Source: an optimization exercise on an open RTL-to-GDS flow (aim: small area and a short achievable clock period). Production flows keep margins and buffers that such runs may drop. Only simulation tests tie the RTL to the original design; equivalence was not proved. Power is estimated from default activity; no workload was simulated.

===== flow/config.mk =====
export PLATFORM = sky130hd
export DESIGN_NAME = mem_responder
export DESIGN_NICKNAME = mem_responder
export VERILOG_FILES = /design/flow/design.v
export SDC_FILE = /design/flow/constraint.sdc
export NUM_CORES = 4
export LEC_CHECK = 0
export CAP_MARGIN = 20
export CORE_MARGIN = 2
export CORE_UTILIZATION = 40
export SLEW_MARGIN = 20

===== flow/constraint.sdc =====
create_clock -name core_clock -period 3.6 [get_ports {clk}]
set_input_delay 0.7200 -clock core_clock [delete_from_list [all_inputs] [get_ports {clk}]]
set_output_delay 0.7200 -clock core_clock [all_outputs]
set_load 0.01 [all_outputs]

===== flow/design.v =====
module mem_responder #(
    parameter int DATA_W      = 8,
    parameter int ADDR_W      = 8,
    parameter int WAIT_CYCLES = 1
) (
    input  logic              clk,
    input  logic              rst,
    input  logic              MemRead,
    input  logic              MemWrite,
    input  logic [ADDR_W-1:0] Addr,
    input  logic [DATA_W-1:0] WriteData,
    output logic [DATA_W-1:0] ReadData,
    output logic              Ready,
    output logic              Busy,
    output logic              Err,
    output logic [DATA_W-1:0] IOOut
);
    localparam int DEPTH = 1 << ADDR_W;
    localparam logic [3:0] WAIT_INIT = 4'(WAIT_CYCLES);
    typedef enum logic [2:0] {
        ST_IDLE,
        ST_WAIT,
        ST_ACCESS,
        ST_DONE,
        ST_ERROR
    } state_t;
    state_t              r_state;
    state_t              w_nextState;
    logic                r_isWrite;
    logic [ADDR_W-1:0]   r_addr;
    logic [DATA_W-1:0]   r_wdata;
    logic [3:0]          r_waitCnt;
    logic [DATA_W-1:0]   r_readData;
    logic [DATA_W-1:0]   r_ram [DEPTH];
    logic                w_accept;
    logic                w_illegal;
    logic                w_ramWe;
    assign w_accept  = (r_state == ST_IDLE) && (MemRead ^ MemWrite);
    assign w_illegal = (r_state == ST_IDLE) && MemRead && MemWrite;
    logic                w_isIo;
    logic [DATA_W-1:0]   r_ioOut;
    assign w_isIo  = (r_addr == {ADDR_W{1'b1}});
    assign w_ramWe = (r_state == ST_ACCESS) && r_isWrite && !w_isIo;
    assign IOOut   = r_ioOut;
    always_ff @(posedge clk) begin
        if (rst) begin
            r_ioOut <= '0;
        end else if ((r_state == ST_ACCESS) && r_isWrite && w_isIo) begin
            r_ioOut <= r_wdata;
        end
    end
    always_ff @(posedge clk) begin
        if (rst) begin
            r_state <= ST_IDLE;
        end else begin
            r_state <= w_nextState;
        end
    end
    always_comb begin
        w_nextState = r_state;
        case (r_state)
            ST_IDLE: begin
                if (w_illegal) begin
                    w_nextState = ST_ERROR;
                end else if (w_accept) begin
                    w_nextState = (WAIT_CYCLES == 0) ? ST_ACCESS : ST_WAIT;
                end
            end
            ST_WAIT: begin
                if (r_waitCnt <= 4'd1) begin
                    w_nextState = ST_ACCESS;
                end
            end
            ST_ACCESS: w_nextState = ST_DONE;
            ST_DONE:   w_nextState = ST_IDLE;
            ST_ERROR:  w_nextState = ST_IDLE;
            default:   w_nextState = ST_IDLE;
        endcase
    end
    always_ff @(posedge clk) begin
        if (rst) begin
            r_isWrite <= 1'b0;
            r_addr    <= '0;
            r_wdata   <= '0;
            r_waitCnt <= 4'd0;
        end else if (w_accept) begin
            r_isWrite <= MemWrite;
            r_addr    <= Addr;
            r_wdata   <= WriteData;
            r_waitCnt <= WAIT_INIT;
        end else if ((r_state == ST_WAIT) && (r_waitCnt != 4'd0)) begin
            r_waitCnt <= r_waitCnt - 4'd1;
        end
    end
    always_ff @(posedge clk) begin
        if (!rst && w_ramWe) begin
            r_ram[r_addr] <= r_wdata;
        end
    end
    always_ff @(posedge clk) begin
        if (rst) begin
            r_readData <= '0;
        end else if ((r_state == ST_ACCESS) && !r_isWrite) begin
            if (w_isIo) begin
                r_readData <= r_ioOut;
            end else begin
                r_readData <= r_ram[r_addr];
            end
        end
    end
    assign ReadData = r_readData;
    assign Ready    = (r_state == ST_DONE);
    assign Err      = (r_state == ST_ERROR);
    assign Busy     = (r_state != ST_IDLE);
endmodule

===== flow/run.sh =====
#!/bin/bash
# synth_recipe.tcl (not shown) runs the flow's synth.tcl, then flattens the netlist and writes it again
# the make line also repeats each setting of config.mk as NAME=value (left out here)
make -C /OpenROAD-flow-scripts/flow DESIGN_CONFIG=/design/flow/config.mk WORK_HOME=/design/flow/orfs CLKGATE_MAP_FILE= SYNTH_SCRIPT=/design/flow/synth_recipe.tcl finish

==> qor.txt <==
Pre-CTS WS - 98.88 ps
Syn Inst Count - 3852
Setup WS post-layout - 156.4 ps
Final Max Tran Viols - 0
First-pass GRT wire length - 295500 microns
Final instance area - 0.09481 sq mm
Compound-Gate Fraction of Synth Area - 2.007%
Post-Syn Area - 0.08143 sq mm
Register area share after synthesis - 76.71%
Largest family of logic cells by synthesized area - multiplexers
Area contributors post-synth - edfxtp_1, mux4_2, mux2i_1
Final hold violations - 0
Num ports - 39
Synth top area share - 75.53%
GRT met3 Usage - 3.756%
Leak - 29.66 nW
Post-CTS setup buffers - 0
Multiplexer area fraction after synthesis - 16.47%
Post-DP HPWL - 129200 microns
TNS Setup - 0 ps
Most common cell after layout, fill and taps aside - edfxtp_1
Clock latency on the worst-skew pair - 860 ps
Share of layout cells above drive strength 1 - 29.64%
Routed vias - 40.55k
CP Capture Type - flip-flop
Core area - 0.2023 sq mm
Gr usage total - 19.78%
Commonest non-fill, non-tap cells in the layout - edfxtp_1, mux4_2, buf_4, nor2_1, clkbuf_16
DR iter-0 viols - 4568
Fin crit share - 95.65%
H-tree Lvls - 4
Max Cap Viol - 0
Final core utilization - 46.86%
Drt first pass iters - 6
# setup viols final - 0
Primary FF master, synth - edfxtp_1
Post-synth EDFFs - 2048
Slew HR - 33.38%
CTS tree - built
Area delta synth->final - 16.44%
Worst Path Required - 4330 ps
Critical path type - flip-flop to flip-flop
Initial core utilization - 40.25%
Crit path DAT - 4170 ps
Power Dens Cells - 569.9 mW/mm^2
RSZ-0062 raised after global routing - false
Synth Area in Adders - 0.04610%
Post-route ant nets - 0
Grt met2 use - 31.63%
Initial antenna violation count - 4
Post-synth top area cell - edfxtp_1
Critical Path Fanout Max - 34
CP Launch Type - flip-flop
Clock Root Buffer - clkbuf_16
Power, Total - 54.04 mW
Max Clk Rate - 290.4 MHz
DRC violations left - 0
Worst-path clk slew - 60 ps
GR peak layer - met2
GR Util met1 - 27.50%
Vias per inst - 5.626
Vias in the first global route - 40.61k
Die width - 455.2 microns
Min Tclk post-route - 3444 ps
Clock Path Buffers - 3
Distinct cells, synth - 65
HP Class - input port to flip-flop
Largest net degree at the start of global routing - 147
Drt total wl - 205100 microns
Synth async-reset ratio - 0%
Post-CTS resize count - 0
Clk_skew - 58.06 ps
Clock Sinks - 2096
Final GP Congestion - 0.8579
Seq cells post-synth - 2096
Die area - 0.2072 sq mm
Synth Area in XOR/XNOR - 0.04302%
Die Height - 455.2 microns
Port Buffers - 38
Flop2flop setup slack - 160 ps
Post-DP Area - 0.08832 sq mm
Routed length per instance - 28.45 microns
Hold Buf Count CTS - 0
Nets - 4389
Worst slew pin tran - 995.6 ps
Inserted Clock Buffers - 202
FP Rows - 165
Number of synthesis warnings - 1
Status - finished clean
GRT overflow - 0
Synth Area per Inst - 21.14 sq um
Post-Synth Simple-Gate Area - 3.109%
Maximum vdd ir drop - 0.0005113 V
==> metrics by stage <==
step / instances / hold WS, ps
after floorplan: 3859 / 483.8
after global placement: 6832 / 512.2
after detailed placement: 6832 / 515.5
after CTS: 7204 / 356.2
after global routing: 7208 / 389.7
final: 7208 / 406.8
==> per-layer routing <==
metal  up-vias  part of all wire, %
li1      17020                    -
met1     21660                   42
met2      1548                   48
met3       317                  6.9
met4         2                  3.2
met5         -               0.0063
==> path summary, 6_finish.rpt <==
kind	start	end	cells past startpoint
max reg2reg	flip-flop	r_readData[3]	11
min reg2reg	r_waitCnt[1]	r_waitCnt[1]	2
min	WriteData[0]	r_wdata[0]	3
max	flip-flop	r_readData[3]	11
==> cells in the mapped netlist (5+ instances only) <==
master     number
a21oi_1        54
clkbuf_1       98
a31oi_1        11
o21ai_0        31
nand2b_1        9
nand2_1       156
inv_1           8
buf_6          32
a22oi_1         5
o22ai_1        44
buf_4          23
buf_1          11
a211oi_1       14
o221ai_1       24
nor3_1         31
nand4_1        10
mux2i_1       133
or2_2           5
and2_1         10
o211ai_1        8
nor2b_1        10
a2111oi_0       5
nor4_1          6
nand3_1        27
buf_2          58
dfxtp_1        48
mux4_2        536
edfxtp_1     2048
nor2_1        319
o2111ai_1      10
==> flip-flops by register name (all words and copies together) (netlist names), named ones only <==
signal	count
r_state	3
r_ioOut	8
r_readData	8
r_waitCnt	4
r_wdata	8
r_isWrite	1
r_addr	8
r_ram	2048
==> layout make-up <==
cell class	count	area, sq um
clock buffers	239	5234
fillers	16620	107500
diodes	2	5.005
multi-input cells	1529	17710
clock inverters	133	1200
flip-flops and latches	2096	62510
well taps	2672	3343
repair buffers	528	4775
inverters	9	33.78
==> power breakdown <==
| part | internal (mW) | switching [mW] | total, mW |
|---|---|---|---|
| sequential | 27.4 | 0.374 | 27.7 |
| combinational | 2.27 | 3.45 | 5.71 |
| clock | 11.3 | 9.27 | 20.6 |
| total | 41.0 | 13.1 | 54.0 |
==> cells by family (layout without fill, tap and decap cells) <==
logic type / count (synthesis) / count (layout)
other cells: 1 / 10
simple gates: 601 / 601
compound gates: 243 / 243
mux: 670 / 670
fa+ha+maj: 3 / 3
flops: 2096 / 2096
buf+inv: 234 / 909
xor+xnor: 4 / 4
==> worst max-delay path, stage by stage, from the launching register on <==
cell and delay (ps):
dfxtp_4 390, buf_12 190, buf_12 210, buf_12 290, buf_4 270, mux2i_1 220
o221ai_1 180, o22ai_1 210, o21ai_0 210, a21oi_1 590, nor4b_1 180, a2111o_1 310

port drivers added, routing unchanged:
No port has a modelled driver above. Below, the same layout with a new extraction and two added sets of constraints. Step 1 (the two cells are an assumption about what drives the block):
set clk [get_ports {clk}]
set_driving_cell -lib_cell sky130_fd_sc_hd__clkbuf_16 $clk
set_driving_cell -lib_cell sky130_fd_sc_hd__buf_2 [delete_from_list [all_inputs] $clk]
Step 2, shift: input delay + t, output delay - t, t = (earliest + latest rising clock arrival at the registers) / 2. This alone moves slack from input paths to output paths. Slacks: ideal ports / drivers / drivers and shift; pairs: ideal ports / drivers.
t, ns: 0.914
setup WS [ns]: 0.156 / 0.156 / 0.082
worst setup path at the end: input to register
clock arrival spread, ns: 0.058 / 0.058
slew at the worst register clock pin (ns): 0.07 / 0.07
After both steps this run still meets setup and hold. The setup slack of this run moves by 0.000 ns with the drivers and by -0.074 ns with both steps.
